This design comes from an exercise in tuning for small area and a short achievable clock period on the open sky130 flow, not from production work.
In this exercise RTL edits were held to simulation tests only and were not proved equivalent to the original.
No activity file was given, so power comes from the tool's default toggle rates.

### design/flow/run.sh
#!/bin/bash
# synth_recipe.tcl (not shown) runs the flow's synth.tcl, then flattens the netlist and writes it again
# the make line also repeats each setting of config.mk as NAME=value (left out here)
make -C /OpenROAD-flow-scripts/flow DESIGN_CONFIG=/design/flow/config.mk WORK_HOME=/design/flow/orfs CLKGATE_MAP_FILE= SYNTH_SCRIPT=/design/flow/synth_recipe.tcl finish
### design/flow/design.v
`timescale 1ns/1ps
module fp16_pipe #(
    parameter int W  = 1,
    parameter bit EN = 1'b1
) (
    input  logic         clk,
    input  logic [W-1:0] d,
    output logic [W-1:0] q
);
    if (EN) begin : g_reg
        always_ff @(posedge clk) q <= d;
    end else begin : g_wire
        assign q = d;
    end
endmodule
module fp16_vpipe #(
    parameter bit EN = 1'b1
) (
    input  logic clk,
    input  logic rst,
    input  logic d,
    output logic q
);
    if (EN) begin : g_reg
        always_ff @(posedge clk)
            if (rst) q <= 1'b0;
            else     q <= d;
    end else begin : g_wire
        assign q = d & ~rst;
    end
endmodule
module fp16_unpack (
    input  logic [15:0] w_i,
    output logic [10:0] sig_o,
    output logic [4:0]  exp_o
);
    logic n;
    always_comb begin
        n     = w_i[14:10] != 5'd0;
        sig_o = {n, w_i[9:0]};
        exp_o = n ? w_i[14:10] : {4'd0, w_i[9:0] != 10'd0};
    end
endmodule
`timescale 1ns/1ps
module fp16_mul_a (
    input  logic [10:0] a_i,
    input  logic [10:0] b_i,
    output logic [57:0] cs_o
);
    logic pp0_0;
    assign pp0_0 = a_i[0] & b_i[0];
    logic pp0_1;
    assign pp0_1 = a_i[0] & b_i[1];
    logic pp0_2;
    assign pp0_2 = a_i[0] & b_i[2];
    logic pp0_3;
    assign pp0_3 = a_i[0] & b_i[3];
    logic pp0_4;
    assign pp0_4 = a_i[0] & b_i[4];
    logic pp0_5;
    assign pp0_5 = a_i[0] & b_i[5];
    logic pp0_6;
    assign pp0_6 = a_i[0] & b_i[6];
    logic pp0_7;
    assign pp0_7 = a_i[0] & b_i[7];
    logic pp0_8;
    assign pp0_8 = a_i[0] & b_i[8];
    logic pp0_9;
    assign pp0_9 = a_i[0] & b_i[9];
    logic pp0_10;
    assign pp0_10 = a_i[0] & b_i[10];
    logic pp1_0;
    assign pp1_0 = a_i[1] & b_i[0];
    logic pp1_1;
    assign pp1_1 = a_i[1] & b_i[1];
    logic pp1_2;
    assign pp1_2 = a_i[1] & b_i[2];
    logic pp1_3;
    assign pp1_3 = a_i[1] & b_i[3];
    logic pp1_4;
    assign pp1_4 = a_i[1] & b_i[4];
    logic pp1_5;
    assign pp1_5 = a_i[1] & b_i[5];
    logic pp1_6;
    assign pp1_6 = a_i[1] & b_i[6];
    logic pp1_7;
    assign pp1_7 = a_i[1] & b_i[7];
    logic pp1_8;
    assign pp1_8 = a_i[1] & b_i[8];
    logic pp1_9;
    assign pp1_9 = a_i[1] & b_i[9];
    logic pp1_10;
    assign pp1_10 = a_i[1] & b_i[10];
    logic pp2_0;
    assign pp2_0 = a_i[2] & b_i[0];
    logic pp2_1;
    assign pp2_1 = a_i[2] & b_i[1];
    logic pp2_2;
    assign pp2_2 = a_i[2] & b_i[2];
    logic pp2_3;
    assign pp2_3 = a_i[2] & b_i[3];
    logic pp2_4;
    assign pp2_4 = a_i[2] & b_i[4];
    logic pp2_5;
    assign pp2_5 = a_i[2] & b_i[5];
    logic pp2_6;
    assign pp2_6 = a_i[2] & b_i[6];
    logic pp2_7;
    assign pp2_7 = a_i[2] & b_i[7];
    logic pp2_8;
    assign pp2_8 = a_i[2] & b_i[8];
    logic pp2_9;
    assign pp2_9 = a_i[2] & b_i[9];
    logic pp2_10;
    assign pp2_10 = a_i[2] & b_i[10];
    logic pp3_0;
    assign pp3_0 = a_i[3] & b_i[0];
    logic pp3_1;
    assign pp3_1 = a_i[3] & b_i[1];
    logic pp3_2;
    assign pp3_2 = a_i[3] & b_i[2];
    logic pp3_3;
    assign pp3_3 = a_i[3] & b_i[3];
    logic pp3_4;
    assign pp3_4 = a_i[3] & b_i[4];
    logic pp3_5;
    assign pp3_5 = a_i[3] & b_i[5];
    logic pp3_6;
    assign pp3_6 = a_i[3] & b_i[6];
    logic pp3_7;
    assign pp3_7 = a_i[3] & b_i[7];
    logic pp3_8;
    assign pp3_8 = a_i[3] & b_i[8];
    logic pp3_9;
    assign pp3_9 = a_i[3] & b_i[9];
    logic pp3_10;
    assign pp3_10 = a_i[3] & b_i[10];
    logic pp4_0;
    assign pp4_0 = a_i[4] & b_i[0];
    logic pp4_1;
    assign pp4_1 = a_i[4] & b_i[1];
    logic pp4_2;
    assign pp4_2 = a_i[4] & b_i[2];
    logic pp4_3;
    assign pp4_3 = a_i[4] & b_i[3];
    logic pp4_4;
    assign pp4_4 = a_i[4] & b_i[4];
    logic pp4_5;
    assign pp4_5 = a_i[4] & b_i[5];
    logic pp4_6;
    assign pp4_6 = a_i[4] & b_i[6];
    logic pp4_7;
    assign pp4_7 = a_i[4] & b_i[7];
    logic pp4_8;
    assign pp4_8 = a_i[4] & b_i[8];
    logic pp4_9;
    assign pp4_9 = a_i[4] & b_i[9];
    logic pp4_10;
    assign pp4_10 = a_i[4] & b_i[10];
    logic pp5_0;
    assign pp5_0 = a_i[5] & b_i[0];
    logic pp5_1;
    assign pp5_1 = a_i[5] & b_i[1];
    logic pp5_2;
    assign pp5_2 = a_i[5] & b_i[2];
    logic pp5_3;
    assign pp5_3 = a_i[5] & b_i[3];
    logic pp5_4;
    assign pp5_4 = a_i[5] & b_i[4];
    logic pp5_5;
    assign pp5_5 = a_i[5] & b_i[5];
    logic pp5_6;
    assign pp5_6 = a_i[5] & b_i[6];
    logic pp5_7;
    assign pp5_7 = a_i[5] & b_i[7];
    logic pp5_8;
    assign pp5_8 = a_i[5] & b_i[8];
    logic pp5_9;
    assign pp5_9 = a_i[5] & b_i[9];
    logic pp5_10;
    assign pp5_10 = a_i[5] & b_i[10];
    logic pp6_0;
    assign pp6_0 = a_i[6] & b_i[0];
    logic pp6_1;
    assign pp6_1 = a_i[6] & b_i[1];
    logic pp6_2;
    assign pp6_2 = a_i[6] & b_i[2];
    logic pp6_3;
    assign pp6_3 = a_i[6] & b_i[3];
    logic pp6_4;
    assign pp6_4 = a_i[6] & b_i[4];
    logic pp6_5;
    assign pp6_5 = a_i[6] & b_i[5];
    logic pp6_6;
    assign pp6_6 = a_i[6] & b_i[6];
    logic pp6_7;
    assign pp6_7 = a_i[6] & b_i[7];
    logic pp6_8;
    assign pp6_8 = a_i[6] & b_i[8];
    logic pp6_9;
    assign pp6_9 = a_i[6] & b_i[9];
    logic pp6_10;
    assign pp6_10 = a_i[6] & b_i[10];
    logic pp7_0;
    assign pp7_0 = a_i[7] & b_i[0];
    logic pp7_1;
    assign pp7_1 = a_i[7] & b_i[1];
    logic pp7_2;
    assign pp7_2 = a_i[7] & b_i[2];
    logic pp7_3;
    assign pp7_3 = a_i[7] & b_i[3];
    logic pp7_4;
    assign pp7_4 = a_i[7] & b_i[4];
    logic pp7_5;
    assign pp7_5 = a_i[7] & b_i[5];
    logic pp7_6;
    assign pp7_6 = a_i[7] & b_i[6];
    logic pp7_7;
    assign pp7_7 = a_i[7] & b_i[7];
    logic pp7_8;
    assign pp7_8 = a_i[7] & b_i[8];
    logic pp7_9;
    assign pp7_9 = a_i[7] & b_i[9];
    logic pp7_10;
    assign pp7_10 = a_i[7] & b_i[10];
    logic pp8_0;
    assign pp8_0 = a_i[8] & b_i[0];
    logic pp8_1;
    assign pp8_1 = a_i[8] & b_i[1];
    logic pp8_2;
    assign pp8_2 = a_i[8] & b_i[2];
    logic pp8_3;
    assign pp8_3 = a_i[8] & b_i[3];
    logic pp8_4;
    assign pp8_4 = a_i[8] & b_i[4];
    logic pp8_5;
    assign pp8_5 = a_i[8] & b_i[5];
    logic pp8_6;
    assign pp8_6 = a_i[8] & b_i[6];
    logic pp8_7;
    assign pp8_7 = a_i[8] & b_i[7];
    logic pp8_8;
    assign pp8_8 = a_i[8] & b_i[8];
    logic pp8_9;
    assign pp8_9 = a_i[8] & b_i[9];
    logic pp8_10;
    assign pp8_10 = a_i[8] & b_i[10];
    logic pp9_0;
    assign pp9_0 = a_i[9] & b_i[0];
    logic pp9_1;
    assign pp9_1 = a_i[9] & b_i[1];
    logic pp9_2;
    assign pp9_2 = a_i[9] & b_i[2];
    logic pp9_3;
    assign pp9_3 = a_i[9] & b_i[3];
    logic pp9_4;
    assign pp9_4 = a_i[9] & b_i[4];
    logic pp9_5;
    assign pp9_5 = a_i[9] & b_i[5];
    logic pp9_6;
    assign pp9_6 = a_i[9] & b_i[6];
    logic pp9_7;
    assign pp9_7 = a_i[9] & b_i[7];
    logic pp9_8;
    assign pp9_8 = a_i[9] & b_i[8];
    logic pp9_9;
    assign pp9_9 = a_i[9] & b_i[9];
    logic pp9_10;
    assign pp9_10 = a_i[9] & b_i[10];
    logic pp10_0;
    assign pp10_0 = a_i[10] & b_i[0];
    logic pp10_1;
    assign pp10_1 = a_i[10] & b_i[1];
    logic pp10_2;
    assign pp10_2 = a_i[10] & b_i[2];
    logic pp10_3;
    assign pp10_3 = a_i[10] & b_i[3];
    logic pp10_4;
    assign pp10_4 = a_i[10] & b_i[4];
    logic pp10_5;
    assign pp10_5 = a_i[10] & b_i[5];
    logic pp10_6;
    assign pp10_6 = a_i[10] & b_i[6];
    logic pp10_7;
    assign pp10_7 = a_i[10] & b_i[7];
    logic pp10_8;
    assign pp10_8 = a_i[10] & b_i[8];
    logic pp10_9;
    assign pp10_9 = a_i[10] & b_i[9];
    logic pp10_10;
    assign pp10_10 = a_i[10] & b_i[10];
    logic w1;
    logic w2;
    logic w3;
    logic w4;
    logic w5;
    logic w6;
    logic w7;
    logic w8;
    logic w9;
    logic w10;
    logic w11;
    logic w12;
    assign w1 = pp0_9 ^ pp1_8;
    assign w2 = pp0_9 & pp1_8;
    assign w3 = pp1_9 ^ pp2_8 ^ pp3_7;
    assign w4 = (pp1_9 & pp2_8) | (pp1_9 & pp3_7) | (pp2_8 & pp3_7);
    assign w5 = pp4_6 ^ pp5_5;
    assign w6 = pp4_6 & pp5_5;
    assign w7 = pp2_9 ^ pp3_8 ^ pp4_7;
    assign w8 = (pp2_9 & pp3_8) | (pp2_9 & pp4_7) | (pp3_8 & pp4_7);
    assign w9 = pp5_6 ^ pp6_5;
    assign w10 = pp5_6 & pp6_5;
    assign w11 = pp3_9 ^ pp4_8 ^ pp5_7;
    assign w12 = (pp3_9 & pp4_8) | (pp3_9 & pp5_7) | (pp4_8 & pp5_7);
    logic w13;
    logic w14;
    logic w15;
    logic w16;
    logic w17;
    logic w18;
    logic w19;
    logic w20;
    logic w21;
    logic w22;
    logic w23;
    logic w24;
    logic w25;
    logic w26;
    logic w27;
    logic w28;
    logic w29;
    logic w30;
    logic w31;
    logic w32;
    logic w33;
    logic w34;
    logic w35;
    logic w36;
    logic w37;
    logic w38;
    logic w39;
    logic w40;
    logic w41;
    logic w42;
    logic w43;
    logic w44;
    logic w45;
    logic w46;
    logic w47;
    logic w48;
    logic w49;
    logic w50;
    logic w51;
    logic w52;
    logic w53;
    logic w54;
    logic w55;
    logic w56;
    logic w57;
    logic w58;
    logic w59;
    logic w60;
    assign w13 = pp0_6 ^ pp1_5;
    assign w14 = pp0_6 & pp1_5;
    assign w15 = pp0_7 ^ pp1_6 ^ pp2_5;
    assign w16 = (pp0_7 & pp1_6) | (pp0_7 & pp2_5) | (pp1_6 & pp2_5);
    assign w17 = pp3_4 ^ pp4_3;
    assign w18 = pp3_4 & pp4_3;
    assign w19 = pp0_8 ^ pp1_7 ^ pp2_6;
    assign w20 = (pp0_8 & pp1_7) | (pp0_8 & pp2_6) | (pp1_7 & pp2_6);
    assign w21 = pp3_5 ^ pp4_4 ^ pp5_3;
    assign w22 = (pp3_5 & pp4_4) | (pp3_5 & pp5_3) | (pp4_4 & pp5_3);
    assign w23 = pp6_2 ^ pp7_1;
    assign w24 = pp6_2 & pp7_1;
    assign w25 = pp2_7 ^ pp3_6 ^ pp4_5;
    assign w26 = (pp2_7 & pp3_6) | (pp2_7 & pp4_5) | (pp3_6 & pp4_5);
    assign w27 = pp5_4 ^ pp6_3 ^ pp7_2;
    assign w28 = (pp5_4 & pp6_3) | (pp5_4 & pp7_2) | (pp6_3 & pp7_2);
    assign w29 = pp8_1 ^ pp9_0 ^ w1;
    assign w30 = (pp8_1 & pp9_0) | (pp8_1 & w1) | (pp9_0 & w1);
    assign w31 = pp6_4 ^ pp7_3 ^ pp8_2;
    assign w32 = (pp6_4 & pp7_3) | (pp6_4 & pp8_2) | (pp7_3 & pp8_2);
    assign w33 = pp9_1 ^ pp0_10 ^ pp10_0;
    assign w34 = (pp9_1 & pp0_10) | (pp9_1 & pp10_0) | (pp0_10 & pp10_0);
    assign w35 = w3 ^ w5 ^ w2;
    assign w36 = (w3 & w5) | (w3 & w2) | (w5 & w2);
    assign w37 = pp7_4 ^ pp8_3 ^ pp9_2;
    assign w38 = (pp7_4 & pp8_3) | (pp7_4 & pp9_2) | (pp8_3 & pp9_2);
    assign w39 = pp1_10 ^ pp10_1 ^ w7;
    assign w40 = (pp1_10 & pp10_1) | (pp1_10 & w7) | (pp10_1 & w7);
    assign w41 = w9 ^ w4 ^ w6;
    assign w42 = (w9 & w4) | (w9 & w6) | (w4 & w6);
    assign w43 = pp6_6 ^ pp7_5 ^ pp8_4;
    assign w44 = (pp6_6 & pp7_5) | (pp6_6 & pp8_4) | (pp7_5 & pp8_4);
    assign w45 = pp9_3 ^ pp2_10 ^ pp10_2;
    assign w46 = (pp9_3 & pp2_10) | (pp9_3 & pp10_2) | (pp2_10 & pp10_2);
    assign w47 = w11 ^ w8 ^ w10;
    assign w48 = (w11 & w8) | (w11 & w10) | (w8 & w10);
    assign w49 = pp4_9 ^ pp5_8 ^ pp6_7;
    assign w50 = (pp4_9 & pp5_8) | (pp4_9 & pp6_7) | (pp5_8 & pp6_7);
    assign w51 = pp7_6 ^ pp8_5 ^ pp9_4;
    assign w52 = (pp7_6 & pp8_5) | (pp7_6 & pp9_4) | (pp8_5 & pp9_4);
    assign w53 = pp3_10 ^ pp10_3 ^ w12;
    assign w54 = (pp3_10 & pp10_3) | (pp3_10 & w12) | (pp10_3 & w12);
    assign w55 = pp5_9 ^ pp6_8 ^ pp7_7;
    assign w56 = (pp5_9 & pp6_8) | (pp5_9 & pp7_7) | (pp6_8 & pp7_7);
    assign w57 = pp8_6 ^ pp9_5 ^ pp4_10;
    assign w58 = (pp8_6 & pp9_5) | (pp8_6 & pp4_10) | (pp9_5 & pp4_10);
    assign w59 = pp6_9 ^ pp7_8 ^ pp8_7;
    assign w60 = (pp6_9 & pp7_8) | (pp6_9 & pp8_7) | (pp7_8 & pp8_7);
    logic w61;
    logic w62;
    logic w63;
    logic w64;
    logic w65;
    logic w66;
    logic w67;
    logic w68;
    logic w69;
    logic w70;
    logic w71;
    logic w72;
    logic w73;
    logic w74;
    logic w75;
    logic w76;
    logic w77;
    logic w78;
    logic w79;
    logic w80;
    logic w81;
    logic w82;
    logic w83;
    logic w84;
    logic w85;
    logic w86;
    logic w87;
    logic w88;
    logic w89;
    logic w90;
    logic w91;
    logic w92;
    logic w93;
    logic w94;
    logic w95;
    logic w96;
    logic w97;
    logic w98;
    logic w99;
    logic w100;
    logic w101;
    logic w102;
    logic w103;
    logic w104;
    logic w105;
    logic w106;
    logic w107;
    logic w108;
    logic w109;
    logic w110;
    logic w111;
    logic w112;
    assign w61 = pp0_4 ^ pp1_3;
    assign w62 = pp0_4 & pp1_3;
    assign w63 = pp0_5 ^ pp1_4 ^ pp2_3;
    assign w64 = (pp0_5 & pp1_4) | (pp0_5 & pp2_3) | (pp1_4 & pp2_3);
    assign w65 = pp3_2 ^ pp4_1;
    assign w66 = pp3_2 & pp4_1;
    assign w67 = pp2_4 ^ pp3_3 ^ pp4_2;
    assign w68 = (pp2_4 & pp3_3) | (pp2_4 & pp4_2) | (pp3_3 & pp4_2);
    assign w69 = pp5_1 ^ pp6_0 ^ w13;
    assign w70 = (pp5_1 & pp6_0) | (pp5_1 & w13) | (pp6_0 & w13);
    assign w71 = pp5_2 ^ pp6_1 ^ pp7_0;
    assign w72 = (pp5_2 & pp6_1) | (pp5_2 & pp7_0) | (pp6_1 & pp7_0);
    assign w73 = w15 ^ w17 ^ w14;
    assign w74 = (w15 & w17) | (w15 & w14) | (w17 & w14);
    assign w75 = pp8_0 ^ w19 ^ w21;
    assign w76 = (pp8_0 & w19) | (pp8_0 & w21) | (w19 & w21);
    assign w77 = w23 ^ w16 ^ w18;
    assign w78 = (w23 & w16) | (w23 & w18) | (w16 & w18);
    assign w79 = w25 ^ w27 ^ w29;
    assign w80 = (w25 & w27) | (w25 & w29) | (w27 & w29);
    assign w81 = w20 ^ w22 ^ w24;
    assign w82 = (w20 & w22) | (w20 & w24) | (w22 & w24);
    assign w83 = w31 ^ w33 ^ w35;
    assign w84 = (w31 & w33) | (w31 & w35) | (w33 & w35);
    assign w85 = w26 ^ w28 ^ w30;
    assign w86 = (w26 & w28) | (w26 & w30) | (w28 & w30);
    assign w87 = w37 ^ w39 ^ w41;
    assign w88 = (w37 & w39) | (w37 & w41) | (w39 & w41);
    assign w89 = w32 ^ w34 ^ w36;
    assign w90 = (w32 & w34) | (w32 & w36) | (w34 & w36);
    assign w91 = w43 ^ w45 ^ w47;
    assign w92 = (w43 & w45) | (w43 & w47) | (w45 & w47);
    assign w93 = w38 ^ w40 ^ w42;
    assign w94 = (w38 & w40) | (w38 & w42) | (w40 & w42);
    assign w95 = w49 ^ w51 ^ w53;
    assign w96 = (w49 & w51) | (w49 & w53) | (w51 & w53);
    assign w97 = w44 ^ w46 ^ w48;
    assign w98 = (w44 & w46) | (w44 & w48) | (w46 & w48);
    assign w99 = pp10_4 ^ w55 ^ w57;
    assign w100 = (pp10_4 & w55) | (pp10_4 & w57) | (w55 & w57);
    assign w101 = w50 ^ w52 ^ w54;
    assign w102 = (w50 & w52) | (w50 & w54) | (w52 & w54);
    assign w103 = pp9_6 ^ pp5_10 ^ pp10_5;
    assign w104 = (pp9_6 & pp5_10) | (pp9_6 & pp10_5) | (pp5_10 & pp10_5);
    assign w105 = w59 ^ w56 ^ w58;
    assign w106 = (w59 & w56) | (w59 & w58) | (w56 & w58);
    assign w107 = pp7_9 ^ pp8_8 ^ pp9_7;
    assign w108 = (pp7_9 & pp8_8) | (pp7_9 & pp9_7) | (pp8_8 & pp9_7);
    assign w109 = pp6_10 ^ pp10_6 ^ w60;
    assign w110 = (pp6_10 & pp10_6) | (pp6_10 & w60) | (pp10_6 & w60);
    assign w111 = pp8_9 ^ pp9_8 ^ pp7_10;
    assign w112 = (pp8_9 & pp9_8) | (pp8_9 & pp7_10) | (pp9_8 & pp7_10);
    logic w113;
    logic w114;
    logic w115;
    logic w116;
    logic w117;
    logic w118;
    logic w119;
    logic w120;
    logic w121;
    logic w122;
    logic w123;
    logic w124;
    logic w125;
    logic w126;
    logic w127;
    logic w128;
    logic w129;
    logic w130;
    logic w131;
    logic w132;
    logic w133;
    logic w134;
    logic w135;
    logic w136;
    logic w137;
    logic w138;
    logic w139;
    logic w140;
    logic w141;
    logic w142;
    logic w143;
    logic w144;
    assign w113 = pp0_3 ^ pp1_2;
    assign w114 = pp0_3 & pp1_2;
    assign w115 = pp2_2 ^ pp3_1 ^ pp4_0;
    assign w116 = (pp2_2 & pp3_1) | (pp2_2 & pp4_0) | (pp3_1 & pp4_0);
    assign w117 = pp5_0 ^ w63 ^ w65;
    assign w118 = (pp5_0 & w63) | (pp5_0 & w65) | (w63 & w65);
    assign w119 = w67 ^ w69 ^ w64;
    assign w120 = (w67 & w69) | (w67 & w64) | (w69 & w64);
    assign w121 = w71 ^ w73 ^ w68;
    assign w122 = (w71 & w73) | (w71 & w68) | (w73 & w68);
    assign w123 = w75 ^ w77 ^ w72;
    assign w124 = (w75 & w77) | (w75 & w72) | (w77 & w72);
    assign w125 = w79 ^ w81 ^ w76;
    assign w126 = (w79 & w81) | (w79 & w76) | (w81 & w76);
    assign w127 = w83 ^ w85 ^ w80;
    assign w128 = (w83 & w85) | (w83 & w80) | (w85 & w80);
    assign w129 = w87 ^ w89 ^ w84;
    assign w130 = (w87 & w89) | (w87 & w84) | (w89 & w84);
    assign w131 = w91 ^ w93 ^ w88;
    assign w132 = (w91 & w93) | (w91 & w88) | (w93 & w88);
    assign w133 = w95 ^ w97 ^ w92;
    assign w134 = (w95 & w97) | (w95 & w92) | (w97 & w92);
    assign w135 = w99 ^ w101 ^ w96;
    assign w136 = (w99 & w101) | (w99 & w96) | (w101 & w96);
    assign w137 = w103 ^ w105 ^ w100;
    assign w138 = (w103 & w105) | (w103 & w100) | (w105 & w100);
    assign w139 = w107 ^ w109 ^ w104;
    assign w140 = (w107 & w109) | (w107 & w104) | (w109 & w104);
    assign w141 = pp10_7 ^ w111 ^ w108;
    assign w142 = (pp10_7 & w111) | (pp10_7 & w108) | (w111 & w108);
    assign w143 = pp9_9 ^ pp8_10 ^ pp10_8;
    assign w144 = (pp9_9 & pp8_10) | (pp9_9 & pp10_8) | (pp8_10 & pp10_8);
    assign cs_o = {pp10_10, w144, pp10_9, pp9_10, w143, w142, w112, w141, w140, w110, w139, w138, w106, w137, w136, w102, w135, w134, w98, w133, w132, w94, w131, w130, w90, w129, w128, w86, w127, w126, w82, w125, w124, w78, w123, w122, w74, w121, w120, w70, w119, w118, w66, w117, w116, w62, w115, w114, w61, w113, pp3_0, pp2_1, pp2_0, pp1_1, pp0_2, pp1_0, pp0_1, pp0_0};
endmodule
module fp16_mul_b (
    input  logic [57:0] cs_i,
    output logic [21:0] row0_o,
    output logic [21:0] row1_o
);
    logic pp0_0;
    assign pp0_0 = cs_i[0];
    logic pp0_1;
    assign pp0_1 = cs_i[1];
    logic pp1_0;
    assign pp1_0 = cs_i[2];
    logic pp0_2;
    assign pp0_2 = cs_i[3];
    logic pp1_1;
    assign pp1_1 = cs_i[4];
    logic pp2_0;
    assign pp2_0 = cs_i[5];
    logic pp2_1;
    assign pp2_1 = cs_i[6];
    logic pp3_0;
    assign pp3_0 = cs_i[7];
    logic w113;
    assign w113 = cs_i[8];
    logic w61;
    assign w61 = cs_i[9];
    logic w114;
    assign w114 = cs_i[10];
    logic w115;
    assign w115 = cs_i[11];
    logic w62;
    assign w62 = cs_i[12];
    logic w116;
    assign w116 = cs_i[13];
    logic w117;
    assign w117 = cs_i[14];
    logic w66;
    assign w66 = cs_i[15];
    logic w118;
    assign w118 = cs_i[16];
    logic w119;
    assign w119 = cs_i[17];
    logic w70;
    assign w70 = cs_i[18];
    logic w120;
    assign w120 = cs_i[19];
    logic w121;
    assign w121 = cs_i[20];
    logic w74;
    assign w74 = cs_i[21];
    logic w122;
    assign w122 = cs_i[22];
    logic w123;
    assign w123 = cs_i[23];
    logic w78;
    assign w78 = cs_i[24];
    logic w124;
    assign w124 = cs_i[25];
    logic w125;
    assign w125 = cs_i[26];
    logic w82;
    assign w82 = cs_i[27];
    logic w126;
    assign w126 = cs_i[28];
    logic w127;
    assign w127 = cs_i[29];
    logic w86;
    assign w86 = cs_i[30];
    logic w128;
    assign w128 = cs_i[31];
    logic w129;
    assign w129 = cs_i[32];
    logic w90;
    assign w90 = cs_i[33];
    logic w130;
    assign w130 = cs_i[34];
    logic w131;
    assign w131 = cs_i[35];
    logic w94;
    assign w94 = cs_i[36];
    logic w132;
    assign w132 = cs_i[37];
    logic w133;
    assign w133 = cs_i[38];
    logic w98;
    assign w98 = cs_i[39];
    logic w134;
    assign w134 = cs_i[40];
    logic w135;
    assign w135 = cs_i[41];
    logic w102;
    assign w102 = cs_i[42];
    logic w136;
    assign w136 = cs_i[43];
    logic w137;
    assign w137 = cs_i[44];
    logic w106;
    assign w106 = cs_i[45];
    logic w138;
    assign w138 = cs_i[46];
    logic w139;
    assign w139 = cs_i[47];
    logic w110;
    assign w110 = cs_i[48];
    logic w140;
    assign w140 = cs_i[49];
    logic w141;
    assign w141 = cs_i[50];
    logic w112;
    assign w112 = cs_i[51];
    logic w142;
    assign w142 = cs_i[52];
    logic w143;
    assign w143 = cs_i[53];
    logic pp9_10;
    assign pp9_10 = cs_i[54];
    logic pp10_9;
    assign pp10_9 = cs_i[55];
    logic w144;
    assign w144 = cs_i[56];
    logic pp10_10;
    assign pp10_10 = cs_i[57];
    logic w145;
    logic w146;
    logic w147;
    logic w148;
    logic w149;
    logic w150;
    logic w151;
    logic w152;
    logic w153;
    logic w154;
    logic w155;
    logic w156;
    logic w157;
    logic w158;
    logic w159;
    logic w160;
    logic w161;
    logic w162;
    logic w163;
    logic w164;
    logic w165;
    logic w166;
    logic w167;
    logic w168;
    logic w169;
    logic w170;
    logic w171;
    logic w172;
    logic w173;
    logic w174;
    logic w175;
    logic w176;
    logic w177;
    logic w178;
    logic w179;
    logic w180;
    assign w145 = pp0_2 ^ pp1_1;
    assign w146 = pp0_2 & pp1_1;
    assign w147 = pp2_1 ^ pp3_0 ^ w113;
    assign w148 = (pp2_1 & pp3_0) | (pp2_1 & w113) | (pp3_0 & w113);
    assign w149 = w61 ^ w115 ^ w114;
    assign w150 = (w61 & w115) | (w61 & w114) | (w115 & w114);
    assign w151 = w62 ^ w117 ^ w116;
    assign w152 = (w62 & w117) | (w62 & w116) | (w117 & w116);
    assign w153 = w66 ^ w119 ^ w118;
    assign w154 = (w66 & w119) | (w66 & w118) | (w119 & w118);
    assign w155 = w70 ^ w121 ^ w120;
    assign w156 = (w70 & w121) | (w70 & w120) | (w121 & w120);
    assign w157 = w74 ^ w123 ^ w122;
    assign w158 = (w74 & w123) | (w74 & w122) | (w123 & w122);
    assign w159 = w78 ^ w125 ^ w124;
    assign w160 = (w78 & w125) | (w78 & w124) | (w125 & w124);
    assign w161 = w82 ^ w127 ^ w126;
    assign w162 = (w82 & w127) | (w82 & w126) | (w127 & w126);
    assign w163 = w86 ^ w129 ^ w128;
    assign w164 = (w86 & w129) | (w86 & w128) | (w129 & w128);
    assign w165 = w90 ^ w131 ^ w130;
    assign w166 = (w90 & w131) | (w90 & w130) | (w131 & w130);
    assign w167 = w94 ^ w133 ^ w132;
    assign w168 = (w94 & w133) | (w94 & w132) | (w133 & w132);
    assign w169 = w98 ^ w135 ^ w134;
    assign w170 = (w98 & w135) | (w98 & w134) | (w135 & w134);
    assign w171 = w102 ^ w137 ^ w136;
    assign w172 = (w102 & w137) | (w102 & w136) | (w137 & w136);
    assign w173 = w106 ^ w139 ^ w138;
    assign w174 = (w106 & w139) | (w106 & w138) | (w139 & w138);
    assign w175 = w110 ^ w141 ^ w140;
    assign w176 = (w110 & w141) | (w110 & w140) | (w141 & w140);
    assign w177 = w112 ^ w143 ^ w142;
    assign w178 = (w112 & w143) | (w112 & w142) | (w143 & w142);
    assign w179 = pp9_10 ^ pp10_9 ^ w144;
    assign w180 = (pp9_10 & pp10_9) | (pp9_10 & w144) | (pp10_9 & w144);
    assign row0_o = {1'b0, pp10_10, w179, w177, w175, w173, w171, w169, w167, w165, w163, w161, w159, w157, w155, w153, w151, w149, w147, pp2_0, pp0_1, pp0_0};
    assign row1_o = {1'b0, w180, w178, w176, w174, w172, w170, w168, w166, w164, w162, w160, w158, w156, w154, w152, w150, w148, w146, w145, pp1_0, 1'b0};
endmodule
module fp16_mul_cpa (
    input  logic [21:0] row0_i,
    input  logic [21:0] row1_i,
    output logic [21:0] prod_o
);
    assign prod_o = row0_i + row1_i;
endmodule
`timescale 1ns/1ps
module fp16_expo1 (
    input  logic [4:0]  k_exp_i,
    input  logic [4:0]  x_exp_i,
    input  logic [15:0] b_i,
    output logic [10:0] b_sig_o,
    output logic [4:0]  b_exp_o,
    output logic [5:0]  es_o         
);
    logic b_n;
    always_comb begin
        b_n     = b_i[14:10] != 5'd0;
        b_exp_o = b_n ? b_i[14:10] : 5'd1;
        b_sig_o = {b_n, b_i[9:0]};
        es_o    = {1'b0, k_exp_i} + {1'b0, x_exp_i};
    end
endmodule
module fp16_expo2 (
    input  logic [4:0] b_exp_i,
    input  logic [5:0] es_i,
    input  logic       p_sign_i,
    input  logic       b_sign_i,
    output logic       p_wins_o,
    output logic [4:0] shift_o,      
    output logic       drop_o,       
    output logic       edge_o,       
    output logic [5:0] exp_o,        
    output logic       sign_o,
    output logic       sub_o
);
    logic [5:0] t, pe;
    logic [6:0] d, nd;      
    always_comb begin
        t        = {1'b0, b_exp_i} + 6'd15;
        d        = {1'b0, es_i} - {1'b0, t};
        nd       = {1'b0, t} - {1'b0, es_i};
        pe       = es_i - 6'd15;           
        p_wins_o = nd[6];
        if (p_wins_o) begin
            shift_o = d[4:0];
            drop_o  = d[5:0] > 6'd21;
            edge_o  = d[5:0] == 6'd21;    
            exp_o   = pe;
            sign_o  = p_sign_i;
        end else begin
            shift_o = nd[4:0];
            drop_o  = nd[5:0] > 6'd22;
            edge_o  = nd[5:0] == 6'd22;   
            exp_o   = {1'b0, b_exp_i};
            sign_o  = b_sign_i;
        end
        sub_o = p_sign_i ^ b_sign_i;
    end
endmodule
module fp16_align (
    input  logic [21:0] prod_i,
    input  logic [10:0] b_sig_i,
    input  logic        p_wins_i,
    input  logic [4:0]  shift_i,
    input  logic        drop_i,
    input  logic        edge_i,
    input  logic        sub_i,
    output logic [21:0] hi_o,
    output logic [32:0] lo_o
);
    logic        p_top, drop;
    logic [21:0] p, bb, lo_in;
    logic [32:0] lo;
    always_comb begin
        p_top = prod_i[21];
        p     = {prod_i[21:1], prod_i[0] & ~p_top};
        bb    = {1'b0, b_sig_i, 10'd0};
        drop  = drop_i | (edge_i & (p_top ~^ p_wins_i));
        hi_o  = p_wins_i ? p : bb;
        lo_in = p_wins_i ? bb : p;
        lo    = drop ? 33'd0 : {lo_in, 11'd0} >> shift_i;
        lo_o  = sub_i ? ~lo : lo;
    end
endmodule
module fp16_cadd #(
    parameter int W = 34
) (
    input  logic [W-1:0] a_i,
    input  logic [W-1:0] b_i,
    output logic [W:0]   s0_o,      
    output logic [W:0]   s1_o       
);
    localparam int L = $clog2(W);
    logic [W-1:0] g [L+1];
    logic [W-1:0] p [L+1];
    logic [W-1:0] hp;
    assign g[0]  = a_i & b_i;
    assign p[0]  = a_i | b_i;
    assign hp    = a_i ^ b_i;
    for (genvar l = 0; l < L; l++) begin : g_lvl
        for (genvar i = 0; i < W; i++) begin : g_bit
            if ((i >> l) & 1) begin : g_op
                localparam int J = ((i >> l) << l) - 1;
                assign g[l+1][i] = g[l][i] | (p[l][i] & g[l][J]);
                assign p[l+1][i] = p[l][i] & p[l][J];
            end else begin : g_pass
                assign g[l+1][i] = g[l][i];
                assign p[l+1][i] = p[l][i];
            end
        end
    end
    logic [W:0] c0, c1;
    assign c0 = {g[L], 1'b0};
    assign c1 = {g[L] | p[L], 1'b1};
    assign s0_o = {c0[W], hp ^ c0[W-1:0]};
    assign s1_o = {c1[W], hp ^ c1[W-1:0]};
endmodule
module fp16_add (
    input  logic [21:0] hi_i,
    input  logic [32:0] lo_i,
    input  logic        sub_i,
    output logic [33:0] mag_o,
    output logic        neg_o
);
    logic [34:0] t0, t1;
    fp16_cadd #(34) cadd_i (
        .a_i({1'b0, hi_i, 11'd0}), .b_i({sub_i, lo_i}), .s0_o(t0), .s1_o(t1)
    );
    always_comb begin
        neg_o = sub_i & ~t0[34];
        if (!sub_i)
            mag_o = t0[33:0];
        else if (t0[34])
            mag_o = t1[33:0];
        else
            mag_o = ~t0[33:0];
    end
endmodule
`timescale 1ns/1ps
module fp16_lzc (
    input  logic [33:0] v_i,
    output logic [5:0]  n_o
);
    logic [63:0] z [7];
    logic [5:0]  c [7][64];
    always_comb begin
        for (int i = 0; i < 64; i++) begin
            z[0][i] = (i < 34) ? ~v_i[33 - i] : 1'b1;
            c[0][i] = '0;
        end
        for (int l = 1; l <= 6; l++) begin
            for (int i = 0; i < 64; i++) begin
                z[l][i] = 1'b0;
                c[l][i] = '0;
            end
            for (int i = 0; i < (64 >> l); i++) begin
                z[l][i] = z[l-1][2*i] & z[l-1][2*i+1];
                if (z[l-1][2*i])
                    c[l][i] = c[l-1][2*i+1] | 6'(1 << (l - 1));
                else
                    c[l][i] = c[l-1][2*i];
            end
        end
        n_o = c[6][0];
    end
endmodule
module fp16_mark (
    input  logic [5:0] exp_i,
    output logic [3:0] hi_o,
    output logic [7:0] lo_o
);
    logic [5:0] j;
    always_comb begin
        j    = 6'd32 - exp_i;
        hi_o = (exp_i <= 6'd32) ? 4'(4'd1 << j[4:3]) : 4'd0;
        lo_o = 8'(8'd1 << j[2:0]);
    end
endmodule
module fp16_normalize (
    input  logic [33:0] mag_i,
    input  logic [3:0]  mark_hi_i,
    input  logic [7:0]  mark_lo_i,
    output logic [14:0] top_o,      
    output logic [5:0]  shift_o     
);
    logic [33:0] m, n;
    fp16_lzc lzc_i (.v_i(m), .n_o(shift_o));
    always_comb begin
        for (int i = 0; i < 34; i++)
            m[i] = mag_i[i] | (i < 32 && mark_hi_i[i / 8] && mark_lo_i[i % 8]);
        n     = mag_i << {shift_o[5:2], 2'b00};
        top_o = n[33:19];
    end
endmodule
module fp16_fine (
    input  logic [14:0] top_i,
    input  logic [1:0]  shift_i,
    output logic [10:0] sig_o,
    output logic        rnd_o
);
    logic [14:0] n;
    always_comb begin
        n     = top_i << shift_i;
        sig_o = n[14:4];
        rnd_o = n[3];
    end
endmodule
module fp16_round (
    input  logic        sign_i,
    input  logic [10:0] sig_i,
    input  logic        rnd_i,
    input  logic [5:0]  e2_i,
    input  logic [5:0]  shift_i,
    output logic [15:0] result_o
);
    logic        inc;
    logic [5:0]  e0, e1, e;
    logic [9:0]  frac;
    logic        sat, zero;
    always_comb begin
        inc  = rnd_i & (&sig_i[9:0]);           
        e0   = e2_i - shift_i;
        e1   = e2_i - shift_i + 6'd1;
        e    = sig_i[10] ? (inc ? e1 : e0) : {5'd0, inc};
        frac = sig_i[9:0] + 10'(rnd_i);
        sat  = e > 6'd30;
        zero = ~sig_i[10] & (sig_i[9:0] == 10'd0) & ~rnd_i;
        if (sat)
            result_o = {sign_i, 15'h7BFF};
        else if (zero)
            result_o = 16'd0;
        else
            result_o = {sign_i, e[4:0], frac};
    end
endmodule
`timescale 1ns/1ps
module fp16_mac (
    input  logic                        clk,
    input  logic                        rst,
    input  logic                        in_valid_i,
    input  logic [2-1:0]           tag_i,
    input  logic [16-1:0]          k_i,
    input  logic [16-1:0]          x_i,
    input  logic [16-1:0]          b_i,
    output logic                        out_valid_o,
    output logic [2-1:0]           tag_o,
    output logic [16-1:0]          result_o
);
    localparam int CSW = 58;       
    logic [10:0] u_k_sig, u_x_sig;
    logic [4:0]  u_k_exp, u_x_exp;
    logic [CSW-1:0] m_cs, c1_cs;
    logic [10:0] e_b_sig, c1_b_sig;
    logic [4:0]  e_b_exp, c1_b_exp;
    logic [5:0]  e_es, c1_es;
    logic        c1_p_sign, c1_b_sign;
    logic [1:0]  c1_tag;
    logic        c1_valid;
    fp16_unpack unpack_k (.w_i(k_i), .sig_o(u_k_sig), .exp_o(u_k_exp));
    fp16_unpack unpack_x (.w_i(x_i), .sig_o(u_x_sig), .exp_o(u_x_exp));
    fp16_mul_a mul_a_i (.a_i(u_k_sig), .b_i(u_x_sig), .cs_o(m_cs));
    fp16_expo1 expo1_i (
        .k_exp_i(u_k_exp), .x_exp_i(u_x_exp), .b_i(b_i),
        .b_sig_o(e_b_sig), .b_exp_o(e_b_exp), .es_o(e_es)
    );
    fp16_vpipe #(1'b1) c1_v (.clk, .rst, .d(in_valid_i), .q(c1_valid));
    fp16_pipe #(CSW + 26, 1'b1) c1 (.clk,
        .d({m_cs, e_b_sig, e_b_exp, e_es, k_i[15] ^ x_i[15], b_i[15], tag_i}),
        .q({c1_cs, c1_b_sig, c1_b_exp, c1_es, c1_p_sign, c1_b_sign, c1_tag}));
    logic [21:0] m_row0, m_row1, m_prod, c2_prod;
    logic        x_p_wins, x_drop, x_edge, x_sign, x_sub;
    logic [4:0]  x_shift;
    logic [5:0]  x_exp;
    logic [10:0] c2_b_sig;
    logic        c2_p_wins, c2_drop, c2_edge, c2_sign, c2_sub;
    logic [4:0]  c2_shift;
    logic [5:0]  c2_exp;
    logic [1:0]  c2_tag;
    logic        c2_valid;
    fp16_mul_b mul_b_i (.cs_i(c1_cs), .row0_o(m_row0), .row1_o(m_row1));
    fp16_mul_cpa mul_cpa_i (.row0_i(m_row0), .row1_i(m_row1), .prod_o(m_prod));
    fp16_expo2 expo2_i (
        .b_exp_i(c1_b_exp), .es_i(c1_es), .p_sign_i(c1_p_sign), .b_sign_i(c1_b_sign),
        .p_wins_o(x_p_wins), .shift_o(x_shift), .drop_o(x_drop), .edge_o(x_edge),
        .exp_o(x_exp), .sign_o(x_sign), .sub_o(x_sub)
    );
    fp16_vpipe #(1'b1) c2_v (.clk, .rst, .d(c1_valid), .q(c2_valid));
    fp16_pipe #(51, 1'b1) c2 (.clk,
        .d({m_prod, c1_b_sig, x_p_wins, x_shift, x_drop, x_edge, x_exp, x_sign, x_sub, c1_tag}),
        .q({c2_prod, c2_b_sig, c2_p_wins, c2_shift, c2_drop, c2_edge, c2_exp, c2_sign, c2_sub, c2_tag}));
    logic [21:0] a_hi, c3_hi;
    logic [32:0] a_lo, c3_lo;
    logic [5:0]  c3_exp;
    logic        c3_sign, c3_sub;
    logic [1:0]  c3_tag;
    logic        c3_valid;
    fp16_align align_i (
        .prod_i(c2_prod), .b_sig_i(c2_b_sig), .p_wins_i(c2_p_wins), .shift_i(c2_shift),
        .drop_i(c2_drop), .edge_i(c2_edge), .sub_i(c2_sub), .hi_o(a_hi), .lo_o(a_lo)
    );
    fp16_vpipe #(1'b1) c3_v (.clk, .rst, .d(c2_valid), .q(c3_valid));
    fp16_pipe #(65, 1'b1) c3 (.clk,
        .d({a_hi, a_lo, c2_exp, c2_sign, c2_sub, c2_tag}),
        .q({c3_hi, c3_lo, c3_exp, c3_sign, c3_sub, c3_tag}));
    logic [33:0] d_mag, c4_mag;
    logic        d_neg;
    logic [5:0]  c4_e2;
    logic [3:0]  k_mark_hi, c4_mark_hi;
    logic [7:0]  k_mark_lo, c4_mark_lo;
    logic        c4_sign;
    logic [1:0]  c4_tag;
    logic        c4_valid;
    fp16_add add_i (.hi_i(c3_hi), .lo_i(c3_lo), .sub_i(c3_sub), .mag_o(d_mag), .neg_o(d_neg));
    fp16_vpipe #(1'b1) c4_v (.clk, .rst, .d(c3_valid), .q(c4_valid));
    fp16_mark mark_i (.exp_i(c3_exp), .hi_o(k_mark_hi), .lo_o(k_mark_lo));
    fp16_pipe #(55, 1'b1) c4 (.clk,
        .d({d_mag, c3_exp + 6'd2, k_mark_hi, k_mark_lo, c3_sign ^ d_neg, c3_tag}),
        .q({c4_mag, c4_e2, c4_mark_hi, c4_mark_lo, c4_sign, c4_tag}));
    logic [14:0] n_top, c5_top;
    logic        c5_sign;
    logic [5:0]  n_shift, c5_shift, c5_e2;
    logic [1:0]  c5_tag;
    logic        c5_valid;
    fp16_normalize normalize_i (.mag_i(c4_mag), .mark_hi_i(c4_mark_hi), .mark_lo_i(c4_mark_lo), .top_o(n_top), .shift_o(n_shift));
    fp16_vpipe #(1'b1) c5_v (.clk, .rst, .d(c4_valid), .q(c5_valid));
    fp16_pipe #(30, 1'b1) c5 (.clk,
        .d({n_top, n_shift, c4_e2, c4_sign, c4_tag}),
        .q({c5_top, c5_shift, c5_e2, c5_sign, c5_tag}));
    logic [15:0] r_result;
    logic [10:0] f_sig;
    logic        f_rnd;
    fp16_fine fine_i (.top_i(c5_top), .shift_i(c5_shift[1:0]), .sig_o(f_sig), .rnd_o(f_rnd));
    fp16_round round_i (.sign_i(c5_sign), .sig_i(f_sig), .rnd_i(f_rnd), .e2_i(c5_e2), .shift_i(c5_shift), .result_o(r_result));
    always_ff @(posedge clk) begin
        if (rst) begin
            out_valid_o <= 1'b0;
            tag_o       <= '0;
            result_o    <= '0;
        end else begin
            out_valid_o <= c5_valid;
            if (c5_valid) begin
                tag_o    <= c5_tag;
                result_o <= r_result;
            end
        end
    end
endmodule
### design/flow/config.mk
export PLATFORM = sky130hd
export DESIGN_NAME = fp16_mac
export DESIGN_NICKNAME = fp16_mac
export VERILOG_FILES = /design/flow/design.v
export SDC_FILE = /design/flow/constraint.sdc
export NUM_CORES = 4
export LEC_CHECK = 0
export CAP_MARGIN = 20
export CORE_MARGIN = 2
export CORE_UTILIZATION = 40
export CTS_CLUSTER_DIAMETER = 80
export CTS_CLUSTER_SIZE = 40
export SETUP_SLACK_MARGIN = 2.8
export SLEW_MARGIN = 20
### design/flow/constraint.sdc
create_clock -name core_clock -period 6.0 [get_ports {clk}]
set_input_delay 1.2000 -clock core_clock [delete_from_list [all_inputs] [get_ports {clk}]]
set_output_delay 1.2000 -clock core_clock [all_outputs]
set_load 0.01 [all_outputs]
==> results of run 1 <==
stage by stage:
stage          setup WS [ns]  total power, mW  hold slack, ns  util (%)
3_3_place_gp            1.74             8.69           0.313      43.1
5_1_grt                 2.80             11.4           0.342      45.5
4_1_cts                 2.80             10.5           0.333      45.1
6_report                2.86             10.5           0.332      45.5
2_1_floorplan           2.44             7.24           0.310         -
3_5_place_dp            1.67             8.77           0.312      43.1
cell usage in the layout, fill, tap and decap left out, drive strengths merged, types with 59 or more instances in the layout:
master | synthesis | routed
dfxtp | 309 | 309
inv | 175 | 182
nand2 | 175 | 175
nor2 | 138 | 138
ha | 107 | 107
o21ai | 102 | 102
and2 | 90 | 90
fa | 88 | 88
a21oi | 80 | 80
xnor2 | 61 | 61
xor2 | 59 | 59
layer usage:
layer | share of wire (%) | wire length, um
met4 | 5.0 | 2200
met3 | 3.6 | 1590
met1 | 41 | 18400
met2 | 50 | 22300
met5 | 0 | 0
kinds of logic after synthesis:
kind of cell | synth area share (%)
and+or+nand+nor | 16.1
buffers and inverters | 5.77
muxes | 6.75
AOI/OAI and AO/OA | 13.5
adders and majority gates | 17.4
xor gates and xnor gates | 5.89
DFF | 34.6
registers in the layout, summed over array words and instances, names as in the netlist:
| signal | flops |
|---|---|
| c2_v.q | 1 |
| c2.q | 51 |
| c3.q | 65 |
| c5.q | 30 |
| c1_v.q | 1 |
| c4.q | 55 |
| c5_v.q | 1 |
| c1.q | 84 |
| c3_v.q | 1 |
| result_o | 16 |
| tag_o | 2 |
| out_valid_o | 1 |
| c4_v.q | 1 |
where the power goes:
part	internal (mW)	leakage (nW)	switching, mW
clock network	0.723	0.370	0.852
registers	2.76	2.59	0.768
logic	2.35	5.74	3.08
worst max-delay path by stage:
stage | startpoint | to | slack, ns | cells after the start
final | x_i[9] | c1.q[58] | 2.86 | 8
after global routing | x_i[8] | c1.q[58] | 2.80 | 8
after CTS | x_i[12] | c1.q[67] | 2.80 | 9
after detailed placement | x_i[9] | c1.q[58] | 1.67 | 8
after global placement | x_i[9] | c1.q[58] | 1.74 | 8
after floorplan | x_i[8] | c1.q[58] | 2.44 | 8
repair_timing:
action / 4_1_cts / 5_1_grt
resized for setup: 84 / 59
cloned: 0 / 0
buffers inserted: 5 / 6
setup endpoints to repair: 61 / 56
pin swaps: 9 / 16
endpoints found under the hold margin: 0 / 0
synth_stat cells (16+ instances only):
| cell | n | share of area, % |
|---|---|---|
| sky130_fd_sc_hd__nor2b_1 | 20 | 0.70 |
| sky130_fd_sc_hd__nor2_1 | 137 | 2.9 |
| sky130_fd_sc_hd__a21o_1 | 25 | 1.1 |
| sky130_fd_sc_hd__mux2_2 | 26 | 1.6 |
| sky130_fd_sc_hd__nand2_1 | 175 | 3.7 |
| sky130_fd_sc_hd__inv_1 | 174 | 3.7 |
| sky130_fd_sc_hd__mux2i_1 | 56 | 3.1 |
| sky130_fd_sc_hd__a21oi_1 | 79 | 2.2 |
| sky130_fd_sc_hd__a31oi_1 | 16 | 0.56 |
| sky130_fd_sc_hd__nand3_1 | 40 | 1.1 |
| sky130_fd_sc_hd__xor2_1 | 59 | 2.9 |
| sky130_fd_sc_hd__nor3_1 | 38 | 1.1 |
| sky130_fd_sc_hd__clkbuf_1 | 81 | 1.7 |
| sky130_fd_sc_hd__o21ai_0 | 102 | 2.9 |
| sky130_fd_sc_hd__ha_1 | 107 | 7.5 |
| sky130_fd_sc_hd__a211oi_1 | 26 | 1.1 |
| sky130_fd_sc_hd__xnor2_1 | 61 | 3.0 |
| sky130_fd_sc_hd__fa_1 | 88 | 9.9 |
| sky130_fd_sc_hd__and2_1 | 90 | 3.2 |
| sky130_fd_sc_hd__dfxtp_1 | 309 | 35 |
layout make-up:
class                   instances  area [um^2]  share of cell area (%)
clock buffers                  21          526                    2.62
flip-flops and latches        309         6200                    30.9
multi-input cells            1368        10900                    54.1
well taps                     592          741                    3.69
inverters                     177          671                    3.34
repair buffers                 89          822                    4.10
clock inverters                15          253                    1.26
critical path, cell delays in order:
cell	delay [ns]
sky130_fd_sc_hd__buf_4	0.17
sky130_fd_sc_hd__and2_4	0.17
sky130_fd_sc_hd__fa_1	0.49
sky130_fd_sc_hd__inv_1	0.05
sky130_fd_sc_hd__fa_1	0.47
sky130_fd_sc_hd__inv_1	0.05
sky130_fd_sc_hd__fa_1	0.53
sky130_fd_sc_hd__fa_1	0.41
==> results.txt, run 1 <==
- The tightest min-delay check is of the flop to flop type.
- For this run, global-route usage on met1 was measured as ~23%.
- The startpoint kind of the worst setup timing path is an input port.
- The layer carrying the most global-route usage is met2.
- In this run the remaining antenna-violating nets after routing total 0.
- TritonCTS built the clock tree.
- At the worst endpoint, the arrival time is 3.55 ns.
- Based on the critical path, the design can be clocked at up to about 320 MHz.
- The number of maximum-capacitance constraint violations is 0.
- Global routing consumed, on the met2 layer, 35.0% of the routing resources.
- The number of global-route vias before repair is 13661.
- The clock insertion delay at the later pin of the skew report is 0.56 ns.
- The hold-critical path endpoint is c3.q[7].
- In the final design database the tool counted 2213 nets.
- The clock passes through at most 3 buffers.
- The run finished with no timing, DRC or antenna violations.
- Once placement completed, the tool counted placed cells totaling ~2500.
- Measured along the y axis, the die boundary spans 215 um.
- The post-detailed-placement half-perimeter wirelength is approximately 35 mm.
- The pin slew with the least headroom to its limit is 0.944 ns.
- The core region area is 0.0441 mm^2.
- The starting density of the core is about two fifths.
- In this run the horizontal extent of the chip is approximately 220 um.
- The critical path class is input port to flop.
- The count of final hold-check violations is 0.
- The number of clock sinks is ~310.
- Of the available clock period, the critical path in the final layout requires 52.3%.
- Of all nets on the critical path, the largest fanout is 12.
- For the final routed database, the setup TNS stands at 0 ns.
- IR analysis of the VDD net gives a maximum drop of 0.232 mV.
- Routability-driven placement finished with a final weighted congestion of roughly 0.97.
- The clock arrives with 0.0356 ns of skew.
- The mapped cell area is 0.0179 mm^2.
- After synthesis, the netlist uses 79 different library cells.
- In this run the core area contains 77 standard-cell rows.
- The worst register-to-register path begins at c3.q[58].
- For this run, the detailed router's first-pass iteration total came to 5.
- The wire length per cell is 17.3 um.
- The post-route standard cell area excluding fillers is approximately 0.02 mm^2.
- Entering global routing, the biggest net connects 46 pins.
- Compared with the post-synthesis result, the final layout area differs by 12.4%.
- The initial antenna violation count is 0.
- Summing the sequential cell areas from Yosys gives 34.6% of the chip area.
- The via density per instance is ~5.2.
- Buffers inserted to repair hold after CTS numbered 0.
- After synthesis, the share of flip-flops with an asynchronous set or reset is 0%.
- After filler insertion, the fill cell instance count of the layout stands at 4334.
- The worst slew margin relative to its limit is around 37%.
- The cell area after placement is roughly 0.019 mm^2.
- The most used flip-flop cell after synthesis is sky130_fd_sc_hd__dfxtp_1.
- The number of standard cells in the final layout excluding fillers is 2571.
- Counting instances, the worst hold path has a depth of 0.
- The worst register-to-register path has a setup slack of 2.90 ns.
- The count of pins over their slew limit came to 0.
- A synthesized cell averages 9.18 um^2.
- Setup repair after global routing left no endpoint under its margin.
- In this run the static leakage power is 8.70 nW.
- Synthesis produced 1945 cells.
- Summed over all layers, the global routing overflow is 0.
- The number of antenna diodes in the final layout is 0.
- Yosys printed 24 warnings.
- Counting every net in the synthesized netlist gives around 2200.
- The die covers 0.0463 mm^2.
- Setup violations remaining at the end of the flow were counted as 0.
- After clock tree synthesis, the clock-pin slew on the worst setup and hold paths is 0.10 ns.
- The total power density per cell area is 525 mW/mm^2.
- Global routing consumed, over all layers together, 19.2% of the routing resources.
- The critical path endpoint category is a flop.
- The met3 capacity usage during global routing is about 1.8%.
- The share of layout cells above drive strength 1 is 9.40%.
- The number of enable-type register cells in the synthesized netlist is 0.
- In this run the number of H-tree levels came out at 1.
- The first global-routing pass estimated 72.1 mm of wire.
- The number of buffers created by CTS is 20.
- The total number of vias is 13339.
- The register bit total from synthesis is just over 300.
- In this run the count of I/O pins placed on the die edge is 72.
- The final critical delay including setup and external delays is 3.14 ns.
- In this run the clock root is driven by a sky130_fd_sc_hd__clkbuf_16.
- The total DRC errors in the routed layout is 0.
- Measured in cells, the most critical reg-to-reg path has a length of 11.
- The number of buffers added on ports is 71.
- The final wirelength is 44.4 mm.
- The critical path required time is 6.42 ns.
- The startpoint of the lowest-slack hold path is c2.q[7].
- After the first detailed-routing iteration, the DRC count stood at approximately 1000.
- The reg-to-reg critical path endpoint is c4.q[53].
==> run 2: changes to the inputs <==
--- a/design/flow/config.mk
+++ b/design/flow/config.mk
@@ -9,5 +9,5 @@
 export CORE_MARGIN = 2
 export CORE_UTILIZATION = 40
-export CTS_CLUSTER_DIAMETER = 80
+export CTS_CLUSTER_DIAMETER = 70
 export CTS_CLUSTER_SIZE = 40
 export SETUP_SLACK_MARGIN = 2.8
==> run 2 against run 1 <==
  * Still clean
  * Wire length increased by 0.42%
  * First-iteration DRC count down 5.8%
  * Non-clock buffer count stayed put
  * Synthesized cell count stayed put
  * Via count is 0.65% higher
  * Register-to-register slack improved by 0.02 ns
  * Combinational power about the same
  * Sequential share of layout area down 0.087 points
  * Critical path depth stayed put
==> results.txt, run 2 <==
- The largest registers in the layout are c1.q (84), c3.q (65), c4.q (55).
- After floorplanning, the core was divided into just under 80 placement rows.
- The H-tree depth reported by CTS is 1.
- In this run, CTS created clock tree buffers numbering 23.
- Across the whole layout, storage elements account for 0.00620 mm^2.
- By startpoint and endpoint, the worst setup path is classified as input port to flop.
- The critical path endpoint category is a flop.
- The number of global-route vias before repair is roughly 14000.
- The class of the most critical hold timing path is flop to flop.
- The detailed router finished its first iteration with 969 violations.
- In the post-synthesis netlist, the biggest area contributors are sky130_fd_sc_hd__dfxtp_1 (35%), sky130_fd_sc_hd__fa_1 (9.9%), sky130_fd_sc_hd__ha_1 (7.5%).
- Before CTS, the worst setup slack after placement is 1.67 ns.
- The register with the most flip-flops in the layout has 84 of them.
- Along the worst path, the maximum fanout reaches 5.
- The clock skew is between 0.015 and 0.02 ns.
- The hold-critical path endpoint is c5.q[4].
- c1.q holds more flip-flops than any other register.
- The floorplan step defined a die boundary enclosing roughly 0.046 mm^2.
- The antenna violation net count after detailed routing is 0.
- Routability-driven placement finished with a final weighted congestion of roughly 0.97.
- The count of buffers added on input and output ports is 71.
- During I/O placement, the number of pins put on the boundary was 72.
- The most frequently used cell type in the post-synthesis netlist is sky130_fd_sc_hd__dfxtp_1.
- Setup slack closes at approximately 2.9 ns.
- In this run the cell area measured after placement is around 0.019 mm^2.
- The fraction of synthesis flops using an asynchronous set or reset pin is 0%.
- The worst-case IR drop observed on VDD is ~0.27 mV.
- After detailed routing, the total wire length is approximately 45 mm.
- The area growth from synthesis to layout is 12.7%.
- No sink is reached through more buffers than the 3 on the longest clock path.
- The share of layout cells above drive strength 1 is 9.57%.
- Synthesis produced 1945 cells.
- The initial utilization of the core area, before any placement, comes to 40.5%.
- The root buffer cell chosen for the clock tree is sky130_fd_sc_hd__clkbuf_16.
- STA classifies the critical path startpoint as an input port.
- The number of nets in the finished design is 2216.
- In the synthesized netlist the dominant register cell turns out to be sky130_fd_sc_hd__dfxtp_1.
- Setup repair after global routing left no endpoint under its margin.
- The count of pins over their slew limit is 0.
- The first global-routing pass estimated 72.3 mm of wire.
- In the layout the commonest cells are sky130_fd_sc_hd__dfxtp_1 (302), sky130_fd_sc_hd__inv_1 (173), sky130_fd_sc_hd__nand2_1 (170).
- Setup violations remaining at the end of the flow were counted as 0.
- Detailed placement ended at an HPWL of 34.9 mm.
- The initial antenna violation count is 0.
- The worst pin sits at a relative slew slack of 36.6%.
- The count of cells along the worst hold path is 0.
- For the worst setup path, the data required time is 6.52 ns.
- At the pin with the least slew margin, the transition time is 0.951 ns.
- The first TritonRoute pass finished after 7 iterations.
- Hold is met by 0.331 ns.
- The tree built by TritonCTS fans out to 309 sinks.
- The count of cells along the worst register-to-register path is 10.
- Summed over all layers, the global routing overflow is 0.
- The cell area that synthesis handed to floorplanning was 0.0179 mm^2.
- The via density per instance is 5.21.
- At the end of the flow the core is filled with cells to 45.6%.
- After routing, the total negative slack on setup checks comes to 0 ns.
- The multi-input combinational cell area is 0.0109 mm^2.
- Derived from the worst setup path, the maximum achievable clock frequency is 320 MHz.
- The CTS tree is yes.
- The clock transition at the register clock pins on the worst setup and hold paths after CTS is 0.09 ns.
- The wire length per cell is 17.3 um.
- The total power density per cell area is ~530 mW/mm^2.
- The reg-to-reg critical path endpoint is c2.q[47].
- The number of antenna cells inserted is 0.
- After detailed routing, the number of remaining DRC violations is 0.
- For this block, the via count after detailed routing is 13426.
- Averaged over all synthesized cells, the footprint is slightly above 9 um^2.
- The die is 215 um wide.
- The post-route standard cell area excluding fillers is 0.0201 mm^2.
- The worst reg2reg path startpoint is c1.q[37].
- The unique cell type count in the Yosys netlist is just under 80.
- The number of filler cells placed in the layout is 4324.
- The final critical path takes up 52.1% of the cycle.
- After synthesis, the largest area contributor takes up 34.6% of total cell area.
- The number of enable-type register cells in the synthesized netlist is 0.
- The core region area is 0.0441 mm^2.
- The largest net degree at the start of global routing is 46.
- The number of nets in the synthesized netlist is roughly 2200.
- By count the netlist is led by sky130_fd_sc_hd__dfxtp_1 (309), sky130_fd_sc_hd__nand2_1 (175), sky130_fd_sc_hd__inv_1 (174).
- The startpoint of the lowest-slack hold path is c4.q[16].
- The slack of the worst reg-to-reg path is 2.92 ns.
- The run finished with no timing, DRC or antenna violations.
- After synthesis the netlist holds a flip-flop and latch count of 309.
- The clock insertion delay at the later pin of the skew report is 0.58 ns.
- The final critical delay including setup and external delays is about 3.1 ns.
- The die outline height is 215 um.
- The leakage component of the power is about 8.7 nW.
- The global-route usage over all layers is 19.3%.
- The leading cell type in the layout, fill and taps excluded is sky130_fd_sc_hd__dfxtp_1.
- Across the run, the number of max-cap violations was 0.
- The cell type with the largest total area after synthesis is sky130_fd_sc_hd__dfxtp_1.
- The arrival time at the worst endpoint is 3.64 ns.
- The proportion of synthesized chip area in sequential cells is 34.6%.
- The count of final hold-check violations came to 0.
- Yosys printed 24 warnings.
==> run 2: cell types whose count changed in the layout (fill, tap and decap cells not counted), moves of 3 or more <==
cell                              delta
sky130_fd_sc_hd__clkinv_8            -3
sky130_fd_sc_hd__inv_8               +4
sky130_fd_sc_hd__clkdlybuf4s50_1     +3
sky130_fd_sc_hd__buf_4               -4
sky130_fd_sc_hd__inv_16              +3
==> run 2: routing by layer <==
| layer | GRT usage, % | vias to the layer above | wire length, um |
|---|---|---|---|
| met2 | 34.9 | 362 | 22300 |
| met5 | 0 | - | 0 |
| li1 | - | 6625 | - |
| met1 | 22.8 | 6348 | 18300 |
| met4 | 9.08 | 0 | 2170 |
| met3 | 2.21 | 91 | 1820 |
==> run 2: power by group <==
| group | switching (mW) | internal, mW | leakage, nW |
|---|---|---|---|
| clock network | 0.923 | 0.800 | 0.413 |
| logic | 3.09 | 2.36 | 5.71 |
| registers | 0.769 | 2.76 | 2.59 |
| total | 4.78 | 5.91 | 8.71 |
==> run 2: kinds of logic after synthesis <==
logic type	count (synthesis)	synth area share, %
adder cells (fa/ha/maj)	195	17.4
AO/OA/AOI/OAI	365	13.5
buffers and inverters	268	5.77
AND/OR/NAND/NOR	590	16.1
XOR/XNOR	120	5.89
multiplexers	98	6.75
flip-flops	309	34.6
==> run 2: area by class of cell <==
type	instances	area share (%)
well taps	592	3.68
clock inverters	19	1.36
flip-flops and latches	309	30.8
repair buffers	89	4.02
inverters	177	3.33
clock buffers	23	2.86
multi-input cells	1368	53.9
==> run 2: repair_timing <==
action | CTS | global route
gates cloned | 0 | 0
pin swaps | 10 | 10
endpoints found under the setup margin | 59 | 61
buffers inserted | 6 | 5
hold buffers | 0 | 0
resized for setup | 76 | 45
==> run 2: how the worst max path moves through the flow <==
stage / startpoint / to / slack (ns) / cells after the start
detailed placement: x_i[9] / c1.q[58] / 1.67 / 8
finish: k_i[12] / c1.q[64] / 2.87 / 8
floorplan: x_i[8] / c1.q[58] / 2.44 / 8
global placement: x_i[9] / c1.q[58] / 1.74 / 8
CTS: x_i[6] / c1.q[58] / 2.80 / 8
global route: k_i[12] / c1.q[64] / 2.80 / 8
==> run 2: worst max-delay path, cell delays in order <==
cell                              delay, ns
sky130_fd_sc_hd__clkdlybuf4s50_1       0.50
sky130_fd_sc_hd__nor2_2                0.07
sky130_fd_sc_hd__nand2_2               0.12
sky130_fd_sc_hd__nand2_1               0.09
sky130_fd_sc_hd__fa_1                  0.52
sky130_fd_sc_hd__inv_1                 0.06
sky130_fd_sc_hd__fa_1                  0.50
sky130_fd_sc_hd__fa_2                  0.57
==> run 2: per-stage QoR <==
| stage | total power [mW] | std cells |
|---|---|---|
| after floorplan | 7.24 | 1945 |
| after global placement | 8.69 | 2524 |
| after detailed placement | 8.77 | 2524 |
| after CTS | 10.6 | 2572 |
| after global routing | 11.5 | 2577 |
| final | 10.7 | 2577 |
==> run 3: changes to the inputs <==
--- a/design/flow/config.mk
+++ b/design/flow/config.mk
@@ -11,4 +11,5 @@
 export CTS_CLUSTER_DIAMETER = 70
 export CTS_CLUSTER_SIZE = 40
+export PLACE_DENSITY = 0.72
 export SETUP_SLACK_MARGIN = 2.8
 export SLEW_MARGIN = 20
==> run 3 against run 2 <==
  * Sequential cell count stayed put
  * Critical path depth increased by 2
  * Sequential share of layout area hardly changed
  * Hold slack worse by 0.0078 ns
  * Worst setup slack worse by 0.12 ns
  * Utilization hardly changed
  * Critical path type is now flop to flop
  * Largest cell class unchanged
==> results.txt, run 3 <==
- The number of enable-type register cells in the synthesized netlist is 0.
- The pin slew with the least headroom to its limit is about 1.3 ns.
- The mapped cell area is 0.0179 mm^2.
- The global-route usage over all layers is a little under a fifth.
- The largest registers in the layout are c1.q (84), c3.q (65), c4.q (55).
- The number of clock sinks is 309.
- The slowest cell on the critical path is sky130_fd_sc_hd__or4_4.
- CTS placed an instance of sky130_fd_sc_hd__clkbuf_16 at the clock tree root.
- The total power density per cell area is 520 mW/mm^2.
- The number of detailed-routing iterations run before antenna repair is 5.
- Across the run, the number of max-cap violations was 0.
- The area growth from synthesis to layout is 12.6%.
- Setup repair after global routing could not meet its margin everywhere.
- The number of nets in the finished design is 2212.
- The I/O pin count is 72.
- The clock insertion delay at the later pin of the skew report is around 0.57 ns.
- The unique cell type count in the Yosys netlist is roughly 80.
- The post-route standard cell area excluding fillers is 0.0201 mm^2.
- The via density per instance is about 5.3.
- The cell count after synthesis came out at 1945.
- The placed instances occupy a cell area of 0.0190 mm^2.
- The clock transition at the register clock pins on the worst setup and hold paths after CTS is roughly 0.10 ns.
- The worst reg2reg path startpoint is c3.q[58].
- The global-route wire length before repair is 69.8 mm.
- Detailed routing inserted a total of between 10000 and 15000 vias.
- The fraction of synthesis flops using an asynchronous set or reset pin is 0%.
- The total global routing overflow is 0.
- In this run, post-CTS hold repair placed 0 buffers.
- The count of nets left with antenna violations once routing finished came out at 0.
- The total DRC errors in the routed layout is 0.
- The wire length per cell is 16.8 um.
- The initial antenna violation count came to 0.
- The count of final hold-check violations came to 0.
- In the synthesized netlist the dominant register cell turns out to be sky130_fd_sc_hd__dfxtp_1.
- The startpoint of the lowest-slack hold path is c4.q[0].
- In this run the worst setup path terminates at c4.q[53].
- The flow ran to the end and the layout has no timing, DRC or antenna violations.
- No sink is reached through more buffers than the 3 on the longest clock path.
- The final critical delay including setup and external delays is 3.25 ns.
- The final wirelength is between 40 and 50 mm.
- In this design, the critical path's most frequently occurring cell is sky130_fd_sc_hd__inv_1.
- The maximum resistive drop on vdd is between 0.2 and 0.25 mV.
- The critical path endpoint category is a flop.
- The count of warnings emitted by yosys is 24.
- The count of standard-cell rows is 77.
- Synthesis produced a netlist with a net count of 2193.
- The proportion of synthesized chip area in sequential cells is 34.6%.
- The count of pins over their slew limit is 0.
- Averaged over all synthesized cells, the footprint is 9.18 um^2.
run 3: cell counts after synthesis:
No cell type changed its count.
run 3: cell families (layout without fill, tap and decap cells):
| kind of cell | after synthesis | count (layout) | share of synthesized area [%] |
|---|---|---|---|
| AND/OR/NAND/NOR | 590 | 590 | 16.1 |
| adder cells (fa/ha/maj) | 195 | 195 | 17.4 |
| flip-flops | 309 | 309 | 34.6 |
| AO/OA/AOI/OAI | 365 | 366 | 13.5 |
| XOR/XNOR | 120 | 120 | 5.89 |
| buffers and inverters | 268 | 302 | 5.77 |
| multiplexers | 98 | 98 | 6.75 |
run 3: worst min path at each step:
stage                           to  slack, ns  cells after the start
after CTS                  c4.q[1]       0.33                      0
after global placement    c2.q[23]       0.31                      0
final                      c5.q[0]       0.32                      0
after global routing       c4.q[1]       0.33                      0
after detailed placement  c2.q[20]       0.31                      0
after floorplan            c2.q[0]       0.31                      0
run 3: critical path: cells and delay by family, from the launching register on:
| kind | cells | cell delay (ns) |
|---|---|---|
| simple gates | 3 | 0.98 |
| fa+ha+maj | 2 | 0.72 |
| buf+inv | 2 | 0.12 |
| flops | 1 | 0.35 |
| compound gates | 3 | 0.95 |
run 3: metrics by stage:
stage / setup slack, ns / instances
finish: 2.75 / 2572
detailed placement: 1.75 / 2524
global route: 2.64 / 2572
floorplan: 2.44 / 1945
CTS: 2.80 / 2571
global placement: 1.78 / 2524
run 3: repair_timing:
item | in CTS | in global routing
endpoints found under the setup margin | 64 | 53
gates cloned | 1 | 0
pin swaps | 6 | 8
gates resized for setup | 63 | 47
buffers inserted | 6 | 1
run 3: routing by layer:
metal  global-route usage, %  share of wire, %  up-vias
met4                    7.56               4.2        0
li1                        -                 -     6626
met5                       0                 0        -
met2                    33.7                50      384
met3                    2.12               4.1      104
met1                    21.7                41     6389
run 3: layout make-up:
class	count	area (um^2)
clock buffer	23	564
clock inverter	17	260
fill	4247	24000
inverter	177	666
multi-input combinational	1369	10900
sequential	309	6200
tap	592	741
timing repair buffer	85	793
run 3: power breakdown:
| part | internal, mW | total, mW | switching (mW) | leakage [nW] |
|---|---|---|---|---|
| registers | 2.76 | 3.50 | 0.741 | 2.59 |
| clock network | 0.773 | 1.64 | 0.867 | 0.394 |
| logic | 2.32 | 5.31 | 2.99 | 5.73 |

Check on run 3: ideal ports give 2.748 ns setup slack; a clkbuf_16 on the clock port and buf_2 on the inputs give 2.748 ns; moving port delays by the midpoint clock arrival (0.603 ns) as well gives 2.246 ns.
